What follows belongs to an exercise in optimizing a design on an open flow for small area, a short achievable clock period and few clock cycles per item; a production flow would make more cautious choices.
The RTL was checked by simulation tests, not by an equivalence proof against the original design.

Setup of exp/nickel:
// yuv_to_rgb
module yuv_to_rgb (
	input logic CLOCK_50_I,
	input logic resetn,
	input logic in_valid,
	input logic [SAMPLE_W-1:0] in_y_even,
	input logic [SAMPLE_W-1:0] in_y_odd,
	input logic [SAMPLE_W-1:0] in_u,
	input logic [SAMPLE_W-1:0] in_v,
	output logic busy,
	output logic out_valid,
	output logic [WORD_W-1:0] out_word,
	output logic out_line_end
);
	logic launch;
	logic last_launch;
	logic [SAMPLE_W-1:0] win_y_even;
	logic [SAMPLE_W-1:0] win_y_odd;
	logic [0:5][SAMPLE_W-1:0] win_u_taps;
	logic [0:5][SAMPLE_W-1:0] win_v_taps;
	chroma_window decode_i (
		.CLOCK_50_I(CLOCK_50_I),
		.resetn(resetn),
		.in_valid(in_valid),
		.in_y_even(in_y_even),
		.in_y_odd(in_y_odd),
		.in_u(in_u),
		.in_v(in_v),
		.busy(busy),
		.launch(launch),
		.last_launch(last_launch),
		.win_y_even(win_y_even),
		.win_y_odd(win_y_odd),
		.win_u_taps(win_u_taps),
		.win_v_taps(win_v_taps)
	);
	rgb_packer result_i (
		.CLOCK_50_I(CLOCK_50_I),
		.resetn(resetn),
		.launch(launch),
		.last_launch(last_launch),
		.win_y_even(win_y_even),
		.win_y_odd(win_y_odd),
		.win_u_taps(win_u_taps),
		.win_v_taps(win_v_taps),
		.out_valid(out_valid),
		.out_word(out_word),
		.out_line_end(out_line_end)
	);
endmodule
Size in the first run: ~320 flip-flops, about 54 I/O pins.
clock: 15.0 ns
lec_check: 0
cap_margin: 20
core_margin: 2
core_utilization: 40
slew_margin: 20
standard.sh (not shown) runs the stock make flow with config.mk's settings and CLKGATE_MAP_FILE= SYNTH_SCRIPT=/design/flow/synth_recipe.tcl, a recipe that flattens the netlist after the stock synthesis.
==> flow/flow/run.sh <==
#!/bin/bash
# Standard layout, with repair_timing aiming for setup slack beyond the default.
set -euo pipefail
bash standard.sh SETUP_SLACK_MARGIN=10.5 finish > make_finish.log 2>&1
exp/nickel did not stop at any stage, and its layout met the timing, design-rule and antenna checks.
Testbench counts of exp/nickel, summed over its fixed seeds: cycles 15,488, items 5,120.
Relative to exp/nickel, the following input files were edited for exp/garnet:
==> flow/flow/run.sh <==
#!/bin/bash
# Standard layout, with repair_timing aiming for setup slack beyond the default.
set -euo pipefail
bash standard.sh SETUP_SLACK_MARGIN=11.0 finish > make_finish.log 2>&1
Results
From exp/nickel to exp/garnet, number of primary I/O pins did not move at all. Diff exp/nickel -> exp/garnet: non-clock buffer count -30; final critical delay including setup and external delays -0.091 ns; final area +about 0.6%. Summary of exp/garnet over exp/nickel: met1 layer wirelength in the final routing lower, global routing usage summed across all routing layers higher, highest attainable clock frequency higher. Summary — worst setup slack, exp/garnet relative to exp/nickel: higher, by 0.091 ns. Final core utilization: exp/garnet > exp/nickel.
### exp/garnet -> exp/pepper
==> flow/run.sh (new file) <==
#!/bin/bash
# synth_recipe.tcl (not shown) runs the flow's synth.tcl, then flattens the netlist and writes it again
# the make line also repeats each setting of config.mk as NAME=value (left out here)
make -C /OpenROAD-flow-scripts/flow DESIGN_CONFIG=/design/flow/config.mk WORK_HOME=/design/flow/orfs CLKGATE_MAP_FILE= SYNTH_SCRIPT=/design/flow/synth_recipe.tcl finish
removed: flow/flow/run.sh
removed: flow/standard.sh
Compared with exp/garnet, exp/pepper has less setup slack.
Summary of exp/pepper over exp/garnet: footprint of the multi-input gates down 620 um2.
The number of clock buffers in the layout reported for exp/pepper is smaller than that of exp/garnet by 5.

v6:
yuv_to_rgb, a different RTL version from the one above (not shown whole).
Size in the first run: roughly 1300 cells after synthesis, ~54 I/O pins.
// yuv_to_rgb
module yuv_to_rgb (
	input logic CLOCK_50_I,
	input logic resetn,
	input logic in_valid,
	input logic [SAMPLE_W-1:0] in_y_even,
	input logic [SAMPLE_W-1:0] in_y_odd,
	input logic [SAMPLE_W-1:0] in_u,
	input logic [SAMPLE_W-1:0] in_v,
	output logic busy,
	output logic out_valid,
	output logic [WORD_W-1:0] out_word,
	output logic out_line_end
);
	logic launch;
	logic last_launch;
	logic [SAMPLE_W-1:0] win_y_even;
	logic [SAMPLE_W-1:0] win_y_odd;
	logic [0:5][SAMPLE_W-1:0] win_u_taps;
	logic [0:5][SAMPLE_W-1:0] win_v_taps;
	chroma_window decode_i (
		.CLOCK_50_I(CLOCK_50_I),
		.resetn(resetn),
		.in_valid(in_valid),
		.in_y_even(in_y_even),
		.in_y_odd(in_y_odd),
		.in_u(in_u),
		.in_v(in_v),
		.busy(busy),
		.launch(launch),
		.last_launch(last_launch),
		.win_y_even(win_y_even),
		.win_y_odd(win_y_odd),
		.win_u_taps(win_u_taps),
		.win_v_taps(win_v_taps)
	);
	rgb_packer result_i (
		.CLOCK_50_I(CLOCK_50_I),
		.resetn(resetn),
		.launch(launch),
		.last_launch(last_launch),
		.win_y_even(win_y_even),
		.win_y_odd(win_y_odd),
		.win_u_taps(win_u_taps),
		.win_v_taps(win_v_taps),
		.out_valid(out_valid),
		.out_word(out_word),
		.out_line_end(out_line_end)
	);
endmodule
==> flow/config.mk <==
export PLATFORM = sky130hd
export DESIGN_NAME = yuv_to_rgb
export DESIGN_NICKNAME = yuv_to_rgb
export VERILOG_FILES = /design/flow/design.v
export SDC_FILE = /design/flow/constraint.sdc
export NUM_CORES = 4
export LEC_CHECK = 0
export CAP_MARGIN = 20
export CORE_MARGIN = 2
export CORE_UTILIZATION = 65
export CTS_CLUSTER_DIAMETER = 90
export CTS_CLUSTER_SIZE = 24
export PLACE_DENSITY = 0.75
export SLEW_MARGIN = 20
==> flow/constraint.sdc <==
create_clock -name core_clock -period 15.0 [get_ports {CLOCK_50_I}]
set_input_delay 3.0000 -clock core_clock [delete_from_list [all_inputs] [get_ports {CLOCK_50_I}]]
set_output_delay 3.0000 -clock core_clock [all_outputs]
set_load 0.01 [all_outputs]
==> flow/flow/run.sh <==
#!/bin/bash
set -euo pipefail
R=orfs/results/${FLOW_PLATFORM:-sky130hd}/yuv_to_rgb/base
bash standard.sh synth > make_synth.log 2>&1
python3 flow/polarity.py $R/1_2_yosys.v > polarity.log 2>&1
rm -f $R/1_synth.odb $R/1_synth.sdc
bash standard.sh SETUP_SLACK_MARGIN=11 "CTS_ARGS=-sink_clustering_enable -repair_clock_nets -sink_clustering_size 24 -sink_clustering_max_diameter 90 -dont_use_dummy_load" "BUFFER_PORTS_ARGS=-buffer_cell sky130_fd_sc_hd__buf_1" finish > make_finish.log 2>&1
Other scripts of this flow, unchanged in this note and not shown: flow/flow/polarity.py
Testbench counts of v6, summed over its fixed seeds: cycles 15,496, items 5,120.
Modified inputs, v7 compared to v6
Settings: changing CTS_CLUSTER_SIZE from 24 to 30; changing CTS_CLUSTER_DIAMETER from 90 to 100; changing CORE_UTILIZATION from 65 to 60; changing PLACE_DENSITY from 0.75 to 0.7.
==> flow/flow/run.sh <==
#!/bin/bash
set -euo pipefail
R=orfs/results/${FLOW_PLATFORM:-sky130hd}/yuv_to_rgb/base
bash standard.sh synth > make_synth.log 2>&1
python3 flow/polarity.py $R/1_2_yosys.v > polarity.log 2>&1
rm -f $R/1_synth.odb $R/1_synth.sdc
bash standard.sh SETUP_SLACK_MARGIN=11 "CTS_ARGS=-sink_clustering_enable -repair_clock_nets -sink_clustering_size 30 -sink_clustering_max_diameter 100 -dont_use_dummy_load" "BUFFER_PORTS_ARGS=-buffer_cell sky130_fd_sc_hd__buf_1" finish > make_finish.log 2>&1
Findings:
Across both runs, post-route fraction of the period consumed by the critical path was higher for v7 than for v6. v7 and v6 ended up with nearly the same wire length of the first global-routing pass. Utilization v6 -> v7: down. Measured against v7, the routed wire length on met2 of v6 comes out at 0.943 times the reference value. v7 has less setup slack than v6. Summary — post-route minimum period, v7 relative to v6: higher, by 0.037 ns. Compared to v6, v7 has global-route met3 utilization 0.34 points higher.

yuv_to_rgb again, from the RTL that the note above started with.
==> flow/config.mk <==
export PLATFORM = sky130hd
export DESIGN_NAME = yuv_to_rgb
export DESIGN_NICKNAME = yuv_to_rgb
export VERILOG_FILES = /design/flow/design.v
export SDC_FILE = /design/flow/constraint.sdc
export NUM_CORES = 4
export LEC_CHECK = 0
export CAP_MARGIN = 20
export CORE_MARGIN = 2
export CORE_UTILIZATION = 60
export CTS_CLUSTER_DIAMETER = 100
export CTS_CLUSTER_SIZE = 30
export PLACE_DENSITY = 0.7
export SLEW_MARGIN = 20
==> flow/constraint.sdc <==
create_clock -name core_clock -period 15.0 [get_ports {CLOCK_50_I}]
set_input_delay 3.0000 -clock core_clock [delete_from_list [all_inputs] [get_ports {CLOCK_50_I}]]
set_output_delay 3.0000 -clock core_clock [all_outputs]
set_load 0.01 [all_outputs]
==> flow/flow/run.sh <==
#!/bin/bash
set -euo pipefail
R=orfs/results/${FLOW_PLATFORM:-sky130hd}/yuv_to_rgb/base
bash standard.sh synth > make_synth.log 2>&1
python3 flow/polarity.py $R/1_2_yosys.v > polarity.log 2>&1
rm -f $R/1_synth.odb $R/1_synth.sdc
bash standard.sh SETUP_SLACK_MARGIN=11.2 "BUFFER_PORTS_ARGS=-buffer_cell sky130_fd_sc_hd__buf_1" finish > make_finish.log 2>&1
Other scripts of this flow, unchanged in this note and not shown: flow/flow/polarity.py
The starting point completed with no timing, DRC or antenna violations.
Testbench counts at the start, summed over its fixed seeds: cycles 15,496, items 5,120.
Then changed:
==> flow/flow/run.sh (replaced) <==
#!/bin/bash
set -euo pipefail
R=orfs/results/${FLOW_PLATFORM:-sky130hd}/yuv_to_rgb/base
bash standard.sh synth > make_synth.log 2>&1
python3 flow/polarity.py $R/1_2_yosys.v > polarity.log 2>&1
rm -f $R/1_synth.odb $R/1_synth.sdc
bash standard.sh SETUP_SLACK_MARGIN=11 "CTS_ARGS=-sink_clustering_enable -repair_clock_nets -sink_clustering_size 30 -sink_clustering_max_diameter 100 -dont_use_dummy_load" "BUFFER_PORTS_ARGS=-buffer_cell sky130_fd_sc_hd__buf_1" finish > make_finish.log 2>&1
Settings changed: CORE_UTILIZATION 60 to 65, PLACE_DENSITY 0.7 to 0.75.
The changed run finished with timing, DRC and antenna clean.
Design area is lower by a few percent.
Global-route usage is higher by 1.3 points.
Worst setup slack improves by 56 ps.
Utilization is higher by 4.4 points.
Then changed:
Settings changed: GPL_TIMING_DRIVEN set to 0.
=> The changed run passed the timing, design-rule and antenna checks; die area stays the same; first-iteration DRC count came out lower by a few percent; fmax barely changes; hold slack is better by 14 ps; utilization is higher by 0.32 points.

re-timing with driven ports:
The flow's constraints put no driver on any port. The routed layouts listed below were extracted and timed again, unchanged, in two steps. Step 1: set_driving_cell puts a clkbuf_16 on CLOCK_50_I and a buf_2 on each other input, an assumption about the parent block. Step 2 also shifts input and output timing later by t, the mid clock arrival at the registers, as if the neighbouring blocks saw the same clock. Slacks: ideal / step 1 / step 2; pairs: ideal / step 1.
| run | t (ns) | setup WS [ns] | hold slack, ns | cell pins on the clock port's net |
|---|---|---|---|---|
| exp/nickel | 0.603 | 10.365 / 10.365 / 10.168 | 0.344 / 0.344 / 0.344 | 1 |
| exp/garnet | 0.610 | 10.455 / 10.455 / 10.455 | 0.341 / 0.341 / 0.341 | 1 |
| exp/pepper | 0.605 | 9.508 / 9.508 / 8.991 | 0.338 / 0.338 / 0.338 | 1 |
| v6 | 0.541 | 11.014 / 10.980 / 10.579 | 0.345 / 0.345 / 0.345 | 1 |
| v7 | 0.542 | 10.978 / 10.926 / 10.577 | 0.336 / 0.336 / 0.336 | 1 |
| the first run of note 3 | 0.556 | 10.982 / 10.931 / 10.694 | 0.345 / 0.345 / 0.345 | 1 |
| the second run of note 3 | 0.539 | 11.038 / 10.987 / 10.579 | 0.321 / 0.321 / 0.321 | 1 |
| the third run of note 3 | 0.534 | 11.030 / 10.985 / 10.599 | 0.335 / 0.335 / 0.335 | 1 |
After both steps every run listed still meets setup and hold. For exp/pepper, which loses most, drivers alone change the setup slack by 0.000 ns; drivers and shift together by -0.517 ns.
